This is an optimization exercise on Yosys and OpenROAD, whose aim is small area, a short achievable clock period and few clock cycles, not a production implementation.
Function was checked by simulation only, so behaviour that the tests miss may differ from the original.
Power figures rest on the tool's default switching activity, not on a simulated workload.

--- config.mk ---
export PLATFORM = sky130hd
export DESIGN_NAME = alert_raise_cancel_debounce
export DESIGN_NICKNAME = alert_raise_cancel_debounce
export VERILOG_FILES = /design/flow/design.v
export SDC_FILE = /design/flow/constraint.sdc
export NUM_CORES = 4
export LEC_CHECK = 0
export CAP_MARGIN = 20
export CORE_MARGIN = 2
export CORE_UTILIZATION = 40
export SLEW_MARGIN = 20
export SYNTH_MEMORY_MAX_BITS = 8192
--- constraint.sdc ---
create_clock -name core_clock -period 8.0 [get_ports {clock}]
set_input_delay 1.6000 -clock core_clock [delete_from_list [all_inputs] [get_ports {clock}]]
set_output_delay 1.6000 -clock core_clock [all_outputs]
set_load 0.01 [all_outputs]
--- design.v ---
package arcd_pkg;
   localparam int NUM_ALERTS = 32;
   localparam int TIME_BITS  = 48;
   localparam int IDX_W      = 5;
   localparam int DELAY_W    = 32;
   localparam logic [2:0] OP_RAISE      = 3'd0;
   localparam logic [2:0] OP_RAISE_NOW  = 3'd1;
   localparam logic [2:0] OP_CANCEL     = 3'd2;
   localparam logic [2:0] OP_CANCEL_NOW = 3'd3;
   localparam logic [2:0] OP_TICK       = 3'd4;
   localparam logic [2:0] ST_ABSENT   = 3'd0;
   localparam logic [2:0] ST_RISING   = 3'd1;
   localparam logic [2:0] ST_MAYRISE  = 3'd2;
   localparam logic [2:0] ST_RAISED   = 3'd3;
   localparam logic [2:0] ST_DROPPING = 3'd4;
   localparam logic [1:0] NOTE_NONE     = 2'd0;
   localparam logic [1:0] NOTE_RAISED   = 2'd1;
   localparam logic [1:0] NOTE_CANCELED = 2'd2;
endpackage
module arcd_sat_add #(
   parameter int TW = 48,
   parameter int DW = 32
) (
   input  logic [TW-1:0] a,
   input  logic [DW-1:0] d,
   output logic [TW-1:0] s
);
   logic [TW:0] sum;
   assign sum = {1'b0, a} + (TW+1)'(d);
   assign s   = sum[TW] ? '1 : sum[TW-1:0];
endmodule
import arcd_pkg::*;
module arcd_eval (
   input  logic       sel,       
   input  logic       tick,      
   input  logic [2:0] op,
   input  logic [2:0] st,
   input  logic       vis_due,
   input  logic       cancel_due,
   output logic [2:0] st_d,
   output logic [1:0] note,
   output logic       set_rise,
   output logic       set_vis,
   output logic       set_cancel
);
   always_comb begin
      st_d       = st;
      note       = NOTE_NONE;
      set_rise   = 1'b0;
      set_vis    = 1'b0;
      set_cancel = 1'b0;
      if (tick) begin
         if (st == ST_RISING || st == ST_MAYRISE) begin
            if (vis_due) begin
               st_d = ST_RAISED;
               note = NOTE_RAISED;
            end else if (st == ST_MAYRISE && cancel_due) begin
               st_d = ST_ABSENT;
            end
         end else if (st == ST_DROPPING && cancel_due) begin
            st_d = ST_ABSENT;
            note = NOTE_CANCELED;
         end
      end else if (sel) begin
         case (op)
            OP_RAISE: begin
               if (st == ST_MAYRISE && vis_due) begin
                  st_d = ST_RAISED;
                  note = NOTE_RAISED;
               end else if (st == ST_ABSENT || st == ST_MAYRISE) begin
                  st_d     = ST_RISING;
                  set_rise = (st == ST_ABSENT);
                  set_vis  = 1'b1;
               end else if (st == ST_DROPPING) begin
                  st_d = ST_RAISED;
               end
            end
            OP_RAISE_NOW: begin
               if (st == ST_ABSENT || st == ST_RISING || st == ST_MAYRISE) begin
                  st_d     = ST_RAISED;
                  note     = NOTE_RAISED;
                  set_rise = (st == ST_ABSENT);
               end else if (st == ST_DROPPING) begin
                  st_d = ST_RAISED;
               end
            end
            OP_CANCEL: begin
               if (st == ST_RISING) begin
                  st_d       = ST_MAYRISE;
                  set_cancel = 1'b1;
               end else if (st == ST_RAISED) begin
                  st_d       = ST_DROPPING;
                  set_cancel = 1'b1;
               end
            end
            OP_CANCEL_NOW: begin
               if (st == ST_RISING || st == ST_MAYRISE) begin
                  st_d = ST_ABSENT;
               end else if (st == ST_RAISED || st == ST_DROPPING) begin
                  st_d = ST_ABSENT;
                  note = NOTE_CANCELED;
               end
            end
            default: ;
         endcase
      end
   end
endmodule
import arcd_pkg::*;
module alert_raise_cancel_debounce (
   input  logic        clock,
   input  logic        reset,
   input  logic        start,
   output logic        busy,
   input  logic [55:0] req_data,
   output logic        rsp_strobe,
   output logic [14:0] rsp_data,
   input  logic        csr_we,
   input  logic [1:0]  csr_index,
   input  logic [31:0] csr_wdata
);
   localparam int N  = NUM_ALERTS;
   localparam int TW = TIME_BITS;
   localparam int DW = DELAY_W;
   function automatic logic [1:0] gp_node(input logic [1:0] hi, input logic [1:0] lo);
      gp_node = {hi[1] | (hi[0] & lo[1]), hi[0] & lo[0]};
   endfunction
   function automatic logic le48(input logic [TW-1:0] a, input logic [TW-1:0] b);
      logic [1:0] l0 [48];
      logic [1:0] l1 [24];
      logic [1:0] l2 [12];
      logic [1:0] l3 [6];
      logic [1:0] l4 [3];
      for (int i = 0; i < 48; i++) l0[i] = {a[i] & ~b[i], a[i] | ~b[i]};
      for (int i = 0; i < 24; i++) l1[i] = gp_node(l0[2*i+1], l0[2*i]);
      for (int i = 0; i < 12; i++) l2[i] = gp_node(l1[2*i+1], l1[2*i]);
      for (int i = 0; i < 6; i++)  l3[i] = gp_node(l2[2*i+1], l2[2*i]);
      for (int i = 0; i < 3; i++)  l4[i] = gp_node(l3[2*i+1], l3[2*i]);
      l4[0] = gp_node(l4[1], l4[0]);
      l4[0] = gp_node(l4[2], l4[0]);
      le48 = ~l4[0][1];
   endfunction
   logic          busy_ff;
   logic          v0_ff;
   logic [2:0]    op0_ff;
   logic [4:0]    idx0_ff;
   logic [TW-1:0] now0_ff;
   logic          cw0_ff;
   logic [1:0]    ci0_ff;
   logic [DW-1:0] cd0_ff;
   always_ff @(posedge clock) begin
      if (reset) begin
         v0_ff  <= 1'b0;
         cw0_ff <= 1'b0;
      end else begin
         v0_ff  <= start && !busy_ff;
         cw0_ff <= csr_we;
      end
   end
   always_ff @(posedge clock) begin
      op0_ff  <= req_data[55:53];
      idx0_ff <= req_data[52:48];
      now0_ff <= req_data[47:0];
      ci0_ff  <= csr_index;
      cd0_ff  <= csr_wdata;
   end
   logic [DW-1:0] rise_dly_ff, mayrise_dly_ff, drop_dly_ff;
   always_ff @(posedge clock) begin
      if (reset) begin
         rise_dly_ff    <= '0;
         mayrise_dly_ff <= '0;
         drop_dly_ff    <= '0;
      end else if (cw0_ff) begin
         if (ci0_ff == 2'd0) rise_dly_ff    <= cd0_ff;
         if (ci0_ff == 2'd1) mayrise_dly_ff <= cd0_ff;
         if (ci0_ff == 2'd2) drop_dly_ff    <= cd0_ff;
      end
   end
   logic [2:0]    st_ff   [N];
   logic [TW-1:0] rise_ff [N];
   logic [TW-1:0] vis_ff  [N];
   logic [TW-1:0] can_ff  [N];
   logic          v2_ff;
   logic [2:0]    op2_ff;
   logic [4:0]    idx2_ff;
   logic [TW-1:0] now2_ff;
   logic [TW-1:0] rise2_ff;
   logic [N-1:0]  pvd_ff, pcd_ff;
   logic          fx_vis_ff, fx_can_ff;
   logic [4:0]    fx_idx_ff;
   logic [TW-1:0] fx_val_ff;
   logic          is_tick, is_req;
   logic [N-1:0]  sel;
   logic [N-1:0]  vis_due, can_due;
   logic [2:0]    st_d     [N];
   logic [N-1:0]  set_rise, set_vis, set_can;
   always_ff @(posedge clock) begin
      if (reset) v2_ff <= 1'b0;
      else       v2_ff <= v0_ff;
   end
   for (genvar i = 0; i < N; i++) begin : g_cmp
      always_ff @(posedge clock) begin
         pvd_ff[i] <= le48(vis_ff[i], now0_ff);
         pcd_ff[i] <= le48(can_ff[i], now0_ff);
      end
   end
   always_ff @(posedge clock) begin
      op2_ff  <= op0_ff;
      idx2_ff <= idx0_ff;
      now2_ff <= now0_ff;
      if (is_req && r_set_rise && idx2_ff == idx0_ff) rise2_ff <= now2_ff;
      else                   rise2_ff <= rise_ff[idx0_ff];
   end
   assign is_tick = v2_ff && (op2_ff == OP_TICK);
   assign is_req  = v2_ff && (op2_ff[2] == 1'b0);
   logic fx_due;
   assign fx_due = le48(fx_val_ff, now2_ff);
   for (genvar i = 0; i < N; i++) begin : g_due
      assign vis_due[i] = (is_tick && fx_vis_ff && fx_idx_ff == 5'(i)) ? fx_due : pvd_ff[i];
      assign can_due[i] = (is_tick && fx_can_ff && fx_idx_ff == 5'(i)) ? fx_due : pcd_ff[i];
   end
   logic [2:0]    s_sel;
   assign s_sel = st_ff[idx2_ff];
   logic [TW-1:0] vis_now, vis_rise, can_may, can_drop, vis_wd, can_wd;
   arcd_sat_add #(.TW(TW), .DW(DW)) u_vis_now  (.a(now2_ff),  .d(rise_dly_ff),    .s(vis_now));
   arcd_sat_add #(.TW(TW), .DW(DW)) u_vis_rise (.a(rise2_ff), .d(rise_dly_ff),    .s(vis_rise));
   arcd_sat_add #(.TW(TW), .DW(DW)) u_can_may  (.a(now2_ff),  .d(mayrise_dly_ff), .s(can_may));
   arcd_sat_add #(.TW(TW), .DW(DW)) u_can_drop (.a(now2_ff),  .d(drop_dly_ff),    .s(can_drop));
   assign vis_wd = (s_sel == ST_ABSENT) ? vis_now : vis_rise;
   assign can_wd = (s_sel == ST_RISING) ? can_may : can_drop;
   logic [2:0] r_new;
   logic [1:0] r_note;
   logic       r_set_rise, r_set_vis, r_set_can;
   arcd_eval u_req_eval (
      .sel        (is_req),
      .tick       (1'b0),
      .op         (op2_ff),
      .st         (s_sel),
      .vis_due    (pvd_ff[idx2_ff]),
      .cancel_due (pcd_ff[idx2_ff]),
      .st_d       (r_new),
      .note       (r_note),
      .set_rise   (r_set_rise),
      .set_vis    (r_set_vis),
      .set_cancel (r_set_can)
   );
   logic [2:0] t_new [N];
   for (genvar i = 0; i < N; i++) begin : g_ent
      assign sel[i] = is_req && (idx2_ff == 5'(i));
      arcd_eval u_tick_eval (
         .sel        (1'b0),
         .tick       (1'b1),
         .op         (OP_TICK),
         .st         (st_ff[i]),
         .vis_due    (vis_due[i]),
         .cancel_due (can_due[i]),
         .st_d       (t_new[i]),
         .note       (),
         .set_rise   (),
         .set_vis    (),
         .set_cancel ()
      );
      assign st_d[i]     = is_tick ? t_new[i] : (sel[i] ? r_new : st_ff[i]);
      assign set_rise[i] = sel[i] && r_set_rise;
      assign set_vis[i]  = sel[i] && r_set_vis;
      assign set_can[i]  = sel[i] && r_set_can;
      always_ff @(posedge clock) begin
         if (reset) st_ff[i] <= ST_ABSENT;
         else       st_ff[i] <= st_d[i];
      end
      always_ff @(posedge clock) begin
         if (set_rise[i]) rise_ff[i] <= now2_ff;
         if (set_vis[i])  vis_ff[i]  <= vis_wd;
         if (set_can[i])  can_ff[i]  <= can_wd;
      end
   end
   always_ff @(posedge clock) begin
      if (reset) begin
         fx_vis_ff <= 1'b0;
         fx_can_ff <= 1'b0;
      end else begin
         fx_vis_ff <= is_req && r_set_vis;
         fx_can_ff <= is_req && r_set_can;
      end
   end
   always_ff @(posedge clock) begin
      fx_idx_ff <= idx2_ff;
      fx_val_ff <= (op2_ff == OP_RAISE) ? vis_wd : can_wd;
   end
   logic [14:0] req_rsp;
   assign req_rsp = {idx2_ff, s_sel, r_new, (r_new != s_sel), r_note, 1'b1};
   logic [N-1:0] chg;
   logic [1:0]   kind_d [N];
   for (genvar i = 0; i < N; i++) begin : g_chg
      assign chg[i]    = (t_new[i] != st_ff[i]);
      assign kind_d[i] = {t_new[i] == ST_ABSENT, st_ff[i] == ST_MAYRISE};
   end
   logic [N-1:0] m_ff;
   logic [1:0]   kind_ff [N];
   logic [N-1:0] m_low, m_rest;
   logic [4:0]   m_idx;
   logic [1:0]   m_kind;
   logic         m_any, m_last;
   logic [14:0]  tick_rsp;
   always_comb begin
      logic below;
      below = 1'b0;
      for (int i = 0; i < N; i++) begin
         m_low[i] = m_ff[i] & ~below;
         below    = below | m_ff[i];
      end
   end
   assign m_rest = m_ff & ~m_low;
   assign m_any  = |m_ff;
   assign m_last = ~|m_rest;
   always_comb begin
      m_idx = '0;
      for (int b = 0; b < 5; b++) begin
         for (int i = 0; i < N; i++) begin
            if (i[b]) m_idx[b] = m_idx[b] | m_low[i];
         end
      end
   end
   assign m_kind = kind_ff[m_idx];
   always_comb begin
      tick_rsp = {m_idx, 3'd0, 3'd0, 1'b1, 2'd0, m_last};
      unique case (m_kind)
         2'd0: begin tick_rsp[9:7] = ST_RISING;   tick_rsp[6:4] = ST_RAISED; tick_rsp[2:1] = NOTE_RAISED;   end
         2'd1: begin tick_rsp[9:7] = ST_MAYRISE;  tick_rsp[6:4] = ST_RAISED; tick_rsp[2:1] = NOTE_RAISED;   end
         2'd2: begin tick_rsp[9:7] = ST_DROPPING; tick_rsp[6:4] = ST_ABSENT; tick_rsp[2:1] = NOTE_CANCELED; end
         2'd3: begin tick_rsp[9:7] = ST_MAYRISE;  tick_rsp[6:4] = ST_ABSENT; tick_rsp[2:1] = NOTE_NONE;     end
      endcase
   end
   function automatic logic [3:0] th_add(input logic [3:0] a, input logic [3:0] b);
      th_add[0] = a[0] | b[0];
      th_add[1] = a[1] | b[1] | (a[0] & b[0]);
      th_add[2] = a[2] | b[2] | (a[1] & b[0]) | (a[0] & b[1]);
      th_add[3] = a[3] | b[3] | (a[2] & b[0]) | (a[1] & b[1]) | (a[0] & b[2]);
   endfunction
   function automatic logic ge4(input logic [N-1:0] v);
      logic [3:0] l [2*N];
      for (int i = 0; i < N; i++) l[N+i] = {3'b0, v[i]};
      for (int i = N-1; i >= 1; i--) l[i] = th_add(l[2*i], l[2*i+1]);
      ge4 = l[1][3];
   endfunction
   logic        rsp_v_ff, sk_v_ff;
   logic [14:0] rsp_ff, sk_ff;
   logic        busy_d;
   always_comb begin
      if (is_tick) busy_d = ge4(chg);
      else         busy_d = ge4(m_rest);
      if (start && !busy_ff && req_data[55:53] == OP_TICK) busy_d = 1'b1;
      if (v0_ff && op0_ff == OP_TICK) busy_d = 1'b1;
   end
   always_ff @(posedge clock) begin
      if (reset) begin
         m_ff     <= '0;
         rsp_v_ff <= 1'b0;
         sk_v_ff  <= 1'b0;
         busy_ff  <= 1'b0;
      end else begin
         busy_ff <= busy_d;
         if (is_tick) m_ff <= chg;
         else         m_ff <= m_rest;
         rsp_v_ff <= m_any || sk_v_ff || is_req;
         sk_v_ff  <= is_req && (m_any || sk_v_ff);
      end
   end
   always_ff @(posedge clock) begin
      if (m_any)        rsp_ff <= tick_rsp;
      else if (sk_v_ff) rsp_ff <= sk_ff;
      else              rsp_ff <= req_rsp;
      if (is_req)       sk_ff  <= req_rsp;
      if (is_tick) begin
         for (int i = 0; i < N; i++) kind_ff[i] <= kind_d[i];
      end
   end
   assign busy       = busy_ff;
   assign rsp_strobe = rsp_v_ff;
   assign rsp_data   = rsp_ff;
endmodule
--- run.sh ---
#!/bin/bash
# synth_recipe.tcl (not shown) runs the flow's synth.tcl, then flattens the netlist and writes it again
# the make line also repeats each setting of config.mk as NAME=value (left out here)
make -C /OpenROAD-flow-scripts/flow DESIGN_CONFIG=/design/flow/config.mk WORK_HOME=/design/flow/orfs CLKGATE_MAP_FILE= SYNTH_SCRIPT=/design/flow/synth_recipe.tcl finish
==> results.txt <==
[sequential cells by signal (all words and copies together) (netlist names), 14 cells and up]
| register | flops |
|---|---|
| can_ff | 1536 |
| cd0_ff | 32 |
| drop_dly_ff | 32 |
| fx_val_ff | 48 |
| kind_ff | 64 |
| m_ff | 32 |
| mayrise_dly_ff | 32 |
| now0_ff | 48 |
| now2_ff | 48 |
| pcd_ff | 32 |
| pvd_ff | 32 |
| rise2_ff | 48 |
| rise_dly_ff | 32 |
| rise_ff | 1536 |
| rsp_ff | 15 |
| sk_ff | 14 |
| st_ff | 96 |
| vis_ff | 1536 |
[cells by family (layout without fill, tap and decap cells)]
kind of cell / Yosys count / after routing / share of synthesized area
multiplexers: 98 / 98 / 0.00502
other: 0 / 38 / 0
adder cells (fa/ha/maj): 1568 / 1568 / 0.0708
AND/OR/NAND/NOR: 3704 / 3704 / 0.0769
buffers and inverters: 1604 / 2392 / 0.0265
AO/OA/AOI/OAI: 4867 / 4867 / 0.148
XOR/XNOR: 145 / 145 / 0.00558
flip-flops: 5244 / 5244 / 0.667
[worst max-delay path by stage]
stage                     cells past startpoint           end   startpoint
final                                        19       busy_ff  now2_ff[32]
after global routing                         19       busy_ff  now2_ff[32]
after CTS                                    19       busy_ff  now2_ff[32]
after detailed placement                     19       busy_ff  now2_ff[32]
after global placement                       17    pvd_ff[19]   now0_ff[1]
after floorplan                              14  vis_ff[0][0]   idx2_ff[3]
[through the flow]
| step | hold slack (ns) | instances |
|---|---|---|
| after floorplan | 0.329 | 17200 |
| after global placement | 0.334 | 24500 |
| after detailed placement | 0.340 | 24500 |
| after CTS | 0.347 | 25600 |
| after global routing | 0.357 | 25600 |
| final | 0.343 | 25600 |
[cells in the mapped netlist (66+ instances only)]
cell type  number  area share
a211oi_1       92      0.0030
a21o_1        102      0.0034
a21oi_1       899       0.020
a221oi_1      329       0.013
a22o_1        330       0.013
a22oi_1       505       0.017
a31oi_1       109      0.0030
buf_1         182      0.0030
clkbuf_1      838       0.014
dfxtp_1       558       0.049
edfxtp_1     4686        0.62
ha_1          128      0.0070
inv_1         556      0.0092
maj3_1       1376       0.060
nand2_1      1104       0.018
nand2b_1      231      0.0063
nand3_1       223      0.0049
nand4_1       149      0.0041
nor2_1       1003       0.017
nor2b_1       421       0.012
nor3_1        254      0.0056
nor4_1         68      0.0019
o211ai_1      169      0.0056
o21a_1         66      0.0022
o21ai_0       564       0.012
o21bai_1      240      0.0079
o221ai_1      167      0.0064
o22ai_1       710       0.020
xnor2_1        80      0.0031
[area by class of cell]
| cell class | count | area [um2] |
|---|---|---|
| timing repair buffer | 765 | 7640 |
| multi-input combinational | 10400 | 71600 |
| clock inverter | 260 | 2590 |
| antenna | 38 | 95.1 |
| fill | 49800 | 307000 |
| clock buffer | 788 | 15700 |
| tap | 7533 | 9430 |
| sequential | 5244 | 152000 |
| inverter | 579 | 2250 |
[power groups by stage]
stage	sequential, W	clock [W]	combinational, W
floorplan	0.0310	0	0.00216
global route	0.0305	0.0274	0.00463
CTS	0.0305	0.0263	0.00434
detailed placement	0.0311	0	0.00432
finish	0.0305	0.0261	0.00442
global placement	0.0311	0	0.00429
[per-layer routing]
metal | track usage | share of wire
met5 | 0.00384 | 0.00054
met4 | 0.122 | 0.050
met3 | 0.0642 | 0.11
met2 | 0.435 | 0.45
met1 | 0.373 | 0.40
[worst max-delay path: cells and delay by family, from the launching register on]
kind / cells / cell delay, ns
buffers and inverters: 3 / 1.21
muxes: 1 / 0.21
and+or+nand+nor: 4 / 1.06
DFF: 1 / 0.31
AOI/OAI and AO/OA: 11 / 4.22
==> results.txt <==
- The number of clock buffers added by TritonCTS is 574.
- After synthesis, the mean cell area works out to 13.2 um2.
- Yosys cell types: 89
- R2r worst-path depth: 19
- Part of the total power dissipated in sequential elements: 0.500
- Standard cell with the maximum stage delay on the critical path: o41ai_1
- Floorplan die height: 759 um
* Type of destination of the critical path: flip-flop
- Residual overflow from global routing: 0
* Level count of the clock H-tree: 6
* Worst-Margin Slew: 1.37 ns
- Highest attainable clock frequency: 140 MHz
* Cell area after technology mapping: 228,000 um2
- The finished cells cover 261,000 um2.
- In this run, synthesis produced a sequential element count of 5,244.
- I/O pin total: 111
- Sinks on Clock Net: 5,244
- In the finished design, the share of the clock period the worst path needs comes to 0.893.
- The path with the worst hold slack has its endpoint at op2_ff[2].
- In this run the critical register-to-register path is launched from now2_ff[32].
- The critical path is of the reg2reg type.
* RSZ-0062 raised after global routing: no
- The worst-case IR drop observed on VDD is 0.220 mV.
- Initial Util: 0.401
* Worst-case clock buffer depth: 4
* Register area share after synthesis: 0.667
* Max-cap check violation count: 0
- Post-Syn Instances: 17,200
- The number of antenna violations at the first check in global routing is 66.
- Data arrival time of the critical path: 8.15 ns
- The first detailed-routing pass ran for 8 iterations.
- Clock latency on the worst-skew pair, taken at its later pin, is 1.12 ns.
* Number of global-route vias before repair: 152,000
* Global-route wire length before repair: 1,150,000 um
- Clock-pin slew was measured on the worst setup and hold paths at 0.06 ns.
* R2R Setup Slk: 0.86 ns
- Compared with the post-synthesis result, the final layout area differs by 14.7%.
* Setup Buffers After CTS: 0
- Prevailing post-synth register cell: edfxtp_1
- Post-place setup slack: 1.11 ns
- Routability Congestion: 1.01
* Overall power after layout: 0.0610 W
- Of the total power, the share spent switching nets is 0.243.
- Outcome: timing/DRC/antenna clean
- In this run the critical register-to-register path is captured at busy_ff.
- Required time worst endpoint: 9.01 ns
- Share of post-route cells with drive strength above 1: 0.109
* Port buffer count: 110
* Num rows: 277
- Hold_buf cts: 0
- For this design the ratio of total power to cell area is 234 nW/um2.
- Clock tree from TritonCTS: yes
- The worst hold path passes through 0 cells.
* Type of origin of the critical path: flip-flop
- In this run the remaining antenna-violating nets after routing total 0.
- Switching power total: 0.0149 W
- At the end of the flow, the number of nets in the layout was 17,800.
- Core ar.: 568,000 um2
- For the final database, setup skew stands at 0.0764 ns.
- The synthesized design contains 4,686 enable-type register cells.
- For this block, the initial DRC count from the detailed router was 21,000.
- Counting flops with an async set or reset pin after synthesis yields a share of 0.
- Die outline area: 575,000 um2
- Setup violations remaining at the end of the flow were counted as 0.
- After detailed routing, the average wire length per cell comes to 32.5 um.
* Crit-path cells: buf_4 -> inv_1 -> a22oi_1 -> o211ai_1 -> a221o_1 -> a211o_1 -> or4_1 -> a21boi_4 -> buf_4 -> mux2i_1 -> o41ai_1 -> nor3_1 -> a21oi_1 -> nor3_1 -> o311ai_0 -> a211oi_1 -> a31oi_1 -> nor4_1 -> o221ai_1
* Number of warnings issued by yosys: 671
* Fraction of power consumed by the clock network: 0.427
* Most frequent cells in the layout: edfxtp_1, maj3_1, nand2_1
- Residual DRC count: 0
- Share of the core filled with cells in the final layout: 0.460
- In this run the horizontal extent of the chip is 759 um.
- Number of instances resized during post-cts repair: 0
* Detailed placer's ending HPWL: 526,000 um
- Across all setup checks in the final design, the least slack found is 0.856 ns.
- Max-slew violation count: 0
- Routed via count: 161,000
- Commonest non-fill, non-tap cell in the layout: edfxtp_1
- Routed vias/inst: 6.28
* Placed Area: 243,000 um2
- The final-report hold violation count was 0.
* Int Pwr: 0.0462 W
* Root Buffer Master: clkbuf_16
* Largest net degree at the start of global routing: 124
- Of the total power, combinational logic draws 0.072.
* Net Count, Synth: 17,500
- Worst slew margin relative to its limit: 0.0832
- In this run the worst path has a maximum fanout of 44.
- Total Neg Setup Slack: 0 ns
- WL final: 831,000 um
- Hold_sp: op0_ff[2]
- In this run the static leakage power is 83.8 nW.
- Counting I/O delays and the setup requirement, the final critical path takes 7.14 ns.
- Type of the tightest min-delay check: reg2reg
* Biggest cell delay along the critical path: 0.86 ns
- Across every metal layer, demand over resource in global routing totals 0.279.
Testbench counts, summed over its fixed seeds: cycles 29,111.

-- re-timing with driven ports --
Ports are ideal in the flow. The routed layout listed here was re-timed in OpenROAD.
Step 1 assumes that a clkbuf_16 drives the clock port and a buf_2 every other input.
Step 2 moves the port delays by t, midway between the first and last clock arrival at a register: inputs arrive t later, outputs are due t later. That takes back most of the time a late clock gives input paths.
Slacks: ideal ports / drivers / drivers and shift; pairs: ideal ports / drivers.
t (ns): 1.206
setup WS [ns]: 0.856 / 0.856 / 0.856
hold WS [ns]: 0.343 / 0.343 / 0.343
worst slew at a driven data input, ns: 0.11
After both steps this run still meets setup and hold. The setup slack of this run moves by 0.000 ns with the drivers and by 0.000 ns with both steps.
